What follows belongs to an exercise in optimizing a design on an open flow for small area, a short achievable clock period and few clock cycles per item; a production flow would make more cautious choices.
In this exercise RTL edits were held to simulation tests only and were not proved equivalent to the original.
No driver is modelled on the clock port, so clock power and skew are understated where the tree is cut down; a real chip needs a root buffer or a tree.
No activity file was given, so power comes from the tool's default toggle rates.

==> flow/design.v (excerpt) <==
module tdes_dec (
	input  logic             clk,
	input  logic             rst,
	input  logic             start,
	input  tdes_pkg::key_t   ek1,
	input  tdes_pkg::key_t   ek2,
	input  tdes_pkg::key_t   ek3,
	input  tdes_pkg::block_t ct,
	output logic             ready,
	output logic             done,
	output tdes_pkg::block_t pt,
	output tdes_pkg::key_t   k1,
	output tdes_pkg::key_t   k2,
	output tdes_pkg::key_t   k3
);
export LEC_CHECK = 0
export CAP_MARGIN = 20
export CORE_AREA = 5 5 160 160
export DIE_AREA = 0 0 165 165
export SETUP_SLACK_MARGIN = 3.1
export SLEW_MARGIN = 20
export SYNTH_HIERARCHICAL = 1
export SYNTH_MINIMUM_KEEP_SIZE = 0
create_clock -name core_clock -period 5.0 [get_ports {clk}]
standard.sh (not shown) runs the stock make flow with config.mk's settings and CLKGATE_MAP_FILE= SYNTH_SCRIPT=/design/flow/synth_recipe.tcl, a recipe that flattens the netlist after the stock synthesis.
==> flow/flow/run.sh <==
#!/bin/bash
# Standard layout, except:
#  - plain buffers on the ports instead of delay cells,
#  - pins one track apart so that the die can be small, and each bit's
#    inputs and outputs side by side (flow/pre_io.tcl),
#  - a two-level clock tree of inverters (flow/manual_cts.tcl) instead of
#    TritonCTS's three levels of buffers,
#  - the buffers that ABC puts on the outputs of each kept module removed.
cp standard.sh standard_sh.txt
export BUFFER_PORTS_ARGS="-buffer_cell sky130_fd_sc_hd__buf_1"
export PLACE_PINS_ARGS="-min_distance 1 -min_distance_in_tracks"
export FLOW_FLOW_DIR=$PWD/flow
export PRE_IO_PLACEMENT_TCL=$PWD/flow/pre_io.tcl
export REMOVE_ABC_BUFFERS=1
export PRE_CTS_TCL=$PWD/flow/pre_cts.tcl
export FLOW_CTS_LEAVES=24
export FLOW_CTS_ROOTS=4
export FLOW_CTS_LEAF_CELL=sky130_fd_sc_hd__clkinv_4
export FLOW_CTS_ROOT_CELL=sky130_fd_sc_hd__clkinv_16
bash standard.sh > standard.log 2>&1
==> flow/flow/pre_cts.tcl <==
# Replaces TritonCTS with a two-level tree built by manual_cts.tcl: the clock
# port drives four root cells, each of which drives leaf cells near the
# centres of clusters of flip-flops. The tree's inverters are final, so the
# step that clones clock inverters next to each register is skipped too.
source $::env(FLOW_FLOW_DIR)/manual_cts.tcl
my_manual_cts $::env(FLOW_CTS_LEAVES) $::env(FLOW_CTS_ROOTS) \
  $::env(FLOW_CTS_LEAF_CELL) $::env(FLOW_CTS_ROOT_CELL)
rename repair_clock_inverters ""
proc repair_clock_inverters {args} {
  puts "clock inverters left as manual_cts.tcl placed them"
}
rename clock_tree_synthesis ""
proc clock_tree_synthesis {args} {
  puts "clock tree already built by manual_cts.tcl"
}
Other scripts of this flow, unchanged in this note and not shown: flow/flow/manual_cts.tcl, flow/flow/pre_io.tcl
The first run finished with timing, DRC and antenna clean.
Testbench counts at the start, summed over its fixed seeds: cycles 192, items 192.
Next try:
--- a/flow/flow/run.sh
+++ b/flow/flow/run.sh
@@ -16 +16 @@
-export FLOW_CTS_LEAVES=24
+export FLOW_CTS_LEAVES=16
@@ -18,2 +18,2 @@
-export FLOW_CTS_LEAF_CELL=sky130_fd_sc_hd__clkinv_4
-export FLOW_CTS_ROOT_CELL=sky130_fd_sc_hd__clkinv_16
+export FLOW_CTS_LEAF_CELL=sky130_fd_sc_hd__clkinv_8
+export FLOW_CTS_ROOT_CELL=sky130_fd_sc_hd__clkinv_8
--- a/flow/config.mk
+++ b/flow/config.mk
@@ -9,2 +9,2 @@
-export CORE_AREA = 5 5 160 160
-export DIE_AREA = 0 0 165 165
+export CORE_AREA = 5 5 195 195
+export DIE_AREA = 0 0 200 200
What happened: The new run completed with no timing, DRC or antenna violations. Total power hardly moves. Design area is higher by 0.68%. Die area grows by 47%. Synthesized cell count is unchanged.
Next try:
--- a/flow/flow/run.sh
+++ b/flow/flow/run.sh
@@ -16 +16 @@
-export FLOW_CTS_LEAVES=16
+export FLOW_CTS_LEAVES=24
@@ -18,2 +18,2 @@
-export FLOW_CTS_LEAF_CELL=sky130_fd_sc_hd__clkinv_8
-export FLOW_CTS_ROOT_CELL=sky130_fd_sc_hd__clkinv_8
+export FLOW_CTS_LEAF_CELL=sky130_fd_sc_hd__clkinv_4
+export FLOW_CTS_ROOT_CELL=sky130_fd_sc_hd__clkinv_16
=> Setup slack gains 0.039 ns. Total power drops slightly. Hold slack stays flat.
In every run of this note, the design's own scripts or RTL, not TritonCTS, make the clock network.

* * *

tdes_dec again, from the RTL that the note above started with.
Settings: LEC_CHECK=0, CAP_MARGIN=20, CORE_AREA=5 5 195 195, DIE_AREA=0 0 200 200, SETUP_SLACK_MARGIN=3.2, SLEW_MARGIN=20, SYNTH_HIERARCHICAL=1, SYNTH_MINIMUM_KEEP_SIZE=0; clock period 5.0 ns.
==> flow/flow/run.sh <==
#!/bin/bash
# Standard layout, except:
#  - plain buffers on the ports instead of delay cells,
#  - pins one track apart so that the die can be small, and each bit's
#    inputs and outputs side by side (flow/pre_io.tcl),
#  - a two-level clock tree of inverters (flow/manual_cts.tcl) instead of
#    TritonCTS's three levels of buffers,
#  - the buffers that ABC puts on the outputs of each kept module removed.
cp standard.sh standard_sh.txt
export BUFFER_PORTS_ARGS="-buffer_cell sky130_fd_sc_hd__buf_1"
export PLACE_PINS_ARGS="-min_distance 1 -min_distance_in_tracks"
export FLOW_FLOW_DIR=$PWD/flow
export PRE_IO_PLACEMENT_TCL=$PWD/flow/pre_io.tcl
export REMOVE_ABC_BUFFERS=1
export PRE_CTS_TCL=$PWD/flow/pre_cts.tcl
export FLOW_CTS_LEAVES=24
export FLOW_CTS_ROOTS=4
export FLOW_CTS_LEAF_CELL=sky130_fd_sc_hd__clkinv_4
export FLOW_CTS_ROOT_CELL=sky130_fd_sc_hd__clkinv_16
bash standard.sh > standard.log 2>&1
Scripts as last shown in full above: flow/flow/pre_cts.tcl
Other scripts of this flow, unchanged in this note and not shown: flow/flow/manual_cts.tcl, flow/flow/pre_io.tcl
Testbench counts at the start, summed over its fixed seeds: cycles 192, items 192.
Rerun with:
--- a/flow/config.mk
+++ b/flow/config.mk
@@ -9,3 +9,3 @@
-export CORE_AREA = 5 5 195 195
-export DIE_AREA = 0 0 200 200
-export SETUP_SLACK_MARGIN = 3.2
+export CORE_AREA = 5 5 225 225
+export DIE_AREA = 0 0 230 230
+export SETUP_SLACK_MARGIN = 3.1
The new run produced a clean layout; design area shrinks by a few percent; via count shrinks slightly; critical path depth shrinks by 2; register-to-register slack is worse by 0.02 ns; fmax shrinks slightly; worst hold slack is better by 0.026 ns; total power shrinks slightly.
Rerun with:
--- a/flow/config.mk
+++ b/flow/config.mk
@@ -9,3 +9,3 @@
-export CORE_AREA = 5 5 225 225
-export DIE_AREA = 0 0 230 230
-export SETUP_SLACK_MARGIN = 3.1
+export CORE_AREA = 5 5 175 175
+export DIE_AREA = 0 0 180 180
+export SETUP_SLACK_MARGIN = 3.25
After rerunning:
- first-iteration DRC count went down by 9.1%
- synthesized area does not change
- utilization went up by 25 points
- cell count went down by 10%
- sequential share of layout area went down by 3.3 points
- design area went up by 5.7%
- global-route usage went up by 7.8 points
Rerun with:
--- a/flow/config.mk
+++ b/flow/config.mk
@@ -9,3 +9,3 @@
-export CORE_AREA = 5 5 175 175
-export DIE_AREA = 0 0 180 180
-export SETUP_SLACK_MARGIN = 3.25
+export CORE_AREA = 5 5 195 195
+export DIE_AREA = 0 0 200 200
+export SETUP_SLACK_MARGIN = 3.0
The new run went through all stages and came out clean. Routed wire length came out lower by 4.6%. Total power came out lower by 2.0%. Cell area came out lower by 6.7%. Sequential cell count does not change. Setup slack is worse by 0.13 ns. Global-route usage came out lower by 5.3 points. Clock power barely changes. Final cell count came out higher by 2.3%.
Rerun with:
--- a/flow/config.mk
+++ b/flow/config.mk
@@ -9,3 +9,3 @@
-export CORE_AREA = 5 5 195 195
-export DIE_AREA = 0 0 200 200
-export SETUP_SLACK_MARGIN = 3.0
+export CORE_AREA = 5 5 175 175
+export DIE_AREA = 0 0 180 180
+export SETUP_SLACK_MARGIN = 3.1
Outcome: Clock skew does not change. Wire length barely changes. Design area came out lower slightly. Worst hold slack is worse by 0.0043 ns. Cell count shrinks by a few percent. Synthesized area does not change. Die area drops by about a fifth.
Rerun with:
--- a/flow/flow/run.sh
+++ b/flow/flow/run.sh
@@ -16 +16 @@
-export FLOW_CTS_LEAVES=24
+export FLOW_CTS_LEAVES=32
--- a/flow/config.mk
+++ b/flow/config.mk
@@ -9,2 +9,2 @@
-export CORE_AREA = 5 5 175 175
-export DIE_AREA = 0 0 180 180
+export CORE_AREA = 5 5 195 195
+export DIE_AREA = 0 0 200 200
What happened: The changed run went through all stages and came out clean; global-route usage came out lower by 4.2 points; via count rises by 0.39%; setup slack gets better by 0.0069 ns; cell count grows by 5.2%; hold slack hardly moves; sequential power hardly moves; routed wire length is higher by 1.4%.
No run of this note takes its clock network from TritonCTS; it comes from the design's own scripts or RTL.

static timing again, ports no longer ideal:
No port has a modelled driver above. Below, the same layouts with a new extraction and two added sets of constraints.
Step 1 assumes that a clkbuf_16 drives the clock port and a buf_2 every other input.
Step 2 times the ports against the registers' clock, not the clock port: input delays grow and output delays shrink by t, the midpoint of the rising clock arrivals with the driver on.
Three values: ideal ports, drivers, drivers and shift; two values: the first two.
run	t (ns)	setup slack, ns	worst register clock-pin slew, ns	cell pins on the clock port's net
the first run of note 1	0.381	3.229 / 3.004 / 3.044	0.10 / 0.10	4
the second run of note 1	0.360	3.218 / 3.058 / 2.967	0.09 / 0.09	4
the third run of note 1	0.386	3.257 / 3.030 / 2.981	0.10 / 0.10	4
the first run of note 2	0.385	3.249 / 3.021 / 3.017	0.10 / 0.10	4
the second run of note 2	0.390	3.229 / 3.005 / 2.968	0.10 / 0.11	4
the third run of note 2	0.378	3.268 / 3.046 / 2.994	0.10 / 0.10	4
the fourth run of note 2	0.385	3.136 / 3.030 / 2.884	0.10 / 0.10	4
the fifth run of note 2	0.378	3.238 / 3.024 / 2.967	0.10 / 0.10	4
the sixth run of note 2	0.396	3.245 / 3.026 / 2.956	0.08 / 0.08	4
After both steps setup and hold are still met in every run listed. For the sixth run of note 2, which loses most, drivers alone change the setup slack by -0.219 ns; drivers and shift together by -0.289 ns.
